From an optimization exercise on the open Yosys and OpenROAD flow, aimed at small area; shortcuts taken in it are not production practice.
Function was checked by simulation only, so behaviour that the tests miss may differ from the original.
Power figures rest on the tool's default switching activity, not on a simulated workload. The flow treats the clock pin as an ideal source, which a real chip does not have.

trial 55:
Design systolic_feeder, start of the top module:
module systolic_feeder #(
  parameter int NUM_SIZE     = 16,
  parameter int GRID_SIZE    = 2,
  parameter int BUFFER_LEN   = 32,
  parameter int ADDRESS_LEN  = 5,
  parameter int DRAIN_CYCLES = 3,
  localparam int CHAN_W      = (GRID_SIZE > 1) ? $clog2(GRID_SIZE) : 1
) (
  input  logic                          clk,
  input  logic                          rst,
  input  logic                          wr_en,
  input  logic                          wr_sel,
  input  logic [CHAN_W-1:0]             wr_chan,
  input  logic [ADDRESS_LEN-1:0]        wr_addr,
  input  logic [NUM_SIZE-1:0]           wr_data,
  input  logic [ADDRESS_LEN:0]          len,
  input  logic                          start,
  output logic [NUM_SIZE*GRID_SIZE-1:0] north_input,
  output logic [NUM_SIZE*GRID_SIZE-1:0] west_input,
  output logic                          ce,
  output logic                          busy,
  output logic                          done
);
==> flow/config.mk <==
export PLATFORM = sky130hd
export DESIGN_NAME = systolic_feeder
export DESIGN_NICKNAME = systolic_feeder
export VERILOG_FILES = /design/flow/design.v
export SDC_FILE = /design/flow/constraint.sdc
export NUM_CORES = 4
export LEC_CHECK = 0
export CAP_MARGIN = 5
export CORE_MARGIN = 2
export CORE_UTILIZATION = 70
export SLEW_MARGIN = 5
export SYNTH_HIERARCHICAL = 1
==> flow/constraint.sdc <==
create_clock -name core_clock -period 7.0 [get_ports {clk}]
set_input_delay 1.4000 -clock core_clock [delete_from_list [all_inputs] [get_ports {clk}]]
set_output_delay 1.4000 -clock core_clock [all_outputs]
set_load 0.01 [all_outputs]
standard.sh (not shown) runs the stock make flow with config.mk's settings and CLKGATE_MAP_FILE= SYNTH_SCRIPT=/design/flow/synth_recipe.tcl, a recipe that flattens the netlist after the stock synthesis.
==> flow/flow/run.sh <==
#!/bin/bash
set -o pipefail
export CTS_ARGS="-sink_clustering_enable -repair_clock_nets -dont_use_dummy_load -buf_list sky130_fd_sc_hd__clkbuf_16 -sink_clustering_size 30 -sink_clustering_max_diameter 85"
export BUFFER_PORTS_ARGS="-buffer_cell sky130_fd_sc_hd__buf_1"
bash standard.sh > standard_flow.log 2>&1
| trial 55 | all stages done | FAIL | capacitance limit, slew limit |
--- input diff trial 55..trial 92 ---
- CTS_CLUSTER_DIAMETER: unset -> 70
- CORE_UTILIZATION: 70 -> 60
- CTS_BUF_LIST: unset -> sky130_fd_sc_hd__clkbuf_16
- CAP_MARGIN: 5 -> 20
- SLEW_MARGIN: 5 -> 20
- CTS_CLUSTER_SIZE: unset -> 24
==> flow/flow/run.sh <==
#!/bin/bash
set -o pipefail
export CTS_ARGS="-sink_clustering_enable -repair_clock_nets -dont_use_dummy_load -buf_list sky130_fd_sc_hd__clkbuf_16 -sink_clustering_size 24 -sink_clustering_max_diameter 70"
export BUFFER_PORTS_ARGS="-buffer_cell sky130_fd_sc_hd__buf_1"
bash standard.sh > standard_flow.log 2>&1
==> summary.txt <==
Trial 92 has completed all stages; timing, DRC and antenna checks passed. [compare] base=trial 55 new=trial 92: actual slew at the worst max-slew pin has decreased; minimum setup slack in the final design went up by 0.023 ns; final area grew by 1.5%. Delta (trial 92 minus trial 55): global-route wire length before repair went up about 2.8%, antenna diode instance count went down 2. Comparing trial 55 with trial 92, the data-path buffer share of cell area in the final layout came out essentially unchanged. Of trial 92 and trial 55, the higher hold slack belongs to trial 55. In the metrics for trial 92 and trial 55, the one carrying the higher clock skew is trial 92.

========
systolic_feeder, a different RTL version from the one above (not shown whole).
Size: ~2,100 flip-flops, about 100 I/O pins, ~0.072 mm² of cells after synthesis.
## systolic_feeder
module systolic_feeder #(
  parameter int NUM_SIZE     = 16,
  parameter int GRID_SIZE    = 2,
  parameter int BUFFER_LEN   = 32,
  parameter int ADDRESS_LEN  = 5,
  parameter int DRAIN_CYCLES = 3,
  localparam int CHAN_W      = (GRID_SIZE > 1) ? $clog2(GRID_SIZE) : 1
) (
  input  logic                          clk,
  input  logic                          rst,
  input  logic                          wr_en,
  input  logic                          wr_sel,
  input  logic [CHAN_W-1:0]             wr_chan,
  input  logic [ADDRESS_LEN-1:0]        wr_addr,
  input  logic [NUM_SIZE-1:0]           wr_data,
  input  logic [ADDRESS_LEN:0]          len,
  input  logic                          start,
  output logic [NUM_SIZE*GRID_SIZE-1:0] north_input,
  output logic [NUM_SIZE*GRID_SIZE-1:0] west_input,
  output logic                          ce,
  output logic                          busy,
  output logic                          done
);
Settings: LEC_CHECK=0, CAP_MARGIN=5, CORE_MARGIN=2, CORE_UTILIZATION=60, SLEW_MARGIN=5, SYNTH_HIERARCHICAL=1; clock period 7.0 ns.
==> flow/flow/run.sh <==
#!/bin/bash
set -o pipefail
export CTS_ARGS="-sink_clustering_enable -repair_clock_nets -dont_use_dummy_load -buf_list sky130_fd_sc_hd__clkbuf_16 -sink_clustering_size 26 -sink_clustering_max_diameter 75"
export BUFFER_PORTS_ARGS="-buffer_cell sky130_fd_sc_hd__buf_1"
bash standard.sh > standard_flow.log 2>&1
Rerun with:
==> flow/run.sh (new file) <==
#!/bin/bash
# synth_recipe.tcl (not shown) runs the flow's synth.tcl, then flattens the netlist and writes it again
# the make line also repeats each setting of config.mk as NAME=value (left out here)
make -C /OpenROAD-flow-scripts/flow DESIGN_CONFIG=/design/flow/config.mk WORK_HOME=/design/flow/orfs CLKGATE_MAP_FILE= SYNTH_SCRIPT=/design/flow/synth_recipe.tcl finish
- CAP_MARGIN: 5 -> 20
- CTS_BUF_LIST: not set -> sky130_fd_sc_hd__clkbuf_16
- CTS_CLUSTER_DIAMETER: not set -> 70
- CTS_CLUSTER_SIZE: not set -> 24
- SLEW_MARGIN: 5 -> 20
removed: flow/flow/run.sh
removed: flow/standard.sh
Result: The new run ran to the end with no violations. Combinational power is about the same. Worst setup slack gains 0.053 ns. Total power climbs by 5.4%. Hold slack is about the same. Via count climbs by 0.50%. Sequential share of layout area drops by 1.1 points.

========
systolic_feeder with an RTL version that a note above also has.
For scale: about 5800 cells after synthesis, about 100 I/O pins, roughly 73000 um2 of cells after synthesis.
==> flow/config.mk <==
export PLATFORM = sky130hd
export DESIGN_NAME = systolic_feeder
export DESIGN_NICKNAME = systolic_feeder
export VERILOG_FILES = /design/flow/design.v
export SDC_FILE = /design/flow/constraint.sdc
export NUM_CORES = 4
export LEC_CHECK = 0
export CAP_MARGIN = 5
export CORE_MARGIN = 2
export CORE_UTILIZATION = 70
export SLEW_MARGIN = 5
export SYNTH_HIERARCHICAL = 1
==> flow/constraint.sdc <==
create_clock -name core_clock -period 7.0 [get_ports {clk}]
set_input_delay 1.4000 -clock core_clock [delete_from_list [all_inputs] [get_ports {clk}]]
set_output_delay 1.4000 -clock core_clock [all_outputs]
set_load 0.01 [all_outputs]
==> flow/flow/run.sh <==
#!/bin/bash
set -o pipefail
export CTS_ARGS="-sink_clustering_enable -repair_clock_nets -dont_use_dummy_load -buf_list sky130_fd_sc_hd__clkbuf_16 -sink_clustering_size 26 -sink_clustering_max_diameter 75"
export BUFFER_PORTS_ARGS="-buffer_cell sky130_fd_sc_hd__buf_1"
bash standard.sh > standard_flow.log 2>&1
The starting point completed with no timing, DRC or antenna violations.
Edit:
==> flow/flow/run.sh (replaced) <==
#!/bin/bash
set -o pipefail
export CTS_ARGS="-sink_clustering_enable -repair_clock_nets -dont_use_dummy_load -buf_list sky130_fd_sc_hd__clkbuf_16 -sink_clustering_size 30 -sink_clustering_max_diameter 85"
export BUFFER_PORTS_ARGS="-buffer_cell sky130_fd_sc_hd__buf_1"
bash standard.sh > standard_flow.log 2>&1
Settings changed: CORE_UTILIZATION 70 to 60.
After rerunning: Utilization goes down by 11 points. Total power goes down slightly. Area after synthesis stays the same. Worst setup slack is worse by 43 ps. Sequential share of layout area stays flat. Clock-buffer cell count goes down by 12. Sequential power barely changes.

[afterwards: timing with drivers on the ports]
The flow's constraints put no driver on any port. The routed layouts listed below were extracted and timed again, unchanged, in two steps.
Step 1, drivers: a clkbuf_16 drives clk and a buf_2 each remaining input, both assumed.
Step 2 moves the port delays by t, midway between the first and last clock arrival at a register: inputs arrive t later, outputs are due t later. That takes back most of the time a late clock gives input paths.
Slacks: ideal / step 1 / step 2; pairs: ideal / step 1.
run	t, ns	setup WS [ns]	worst setup path at the end
trial 55	0.784	2.315 / 2.333 / 1.549	input to register
trial 92	0.837	2.338 / 2.395 / 1.558	input to register
the first run of note 2	0.797	2.007 / 2.007 / 1.699	input to register
the second run of note 2	0.840	2.060 / 2.108 / 1.268	input to register
the first run of note 3	0.794	2.389 / 2.410 / 1.616	input to register
the second run of note 3	0.785	2.347 / 2.407 / 1.621	input to register
For the second run of note 2, which loses most, drivers alone change the setup slack by +0.048 ns; drivers and shift together by -0.792 ns.
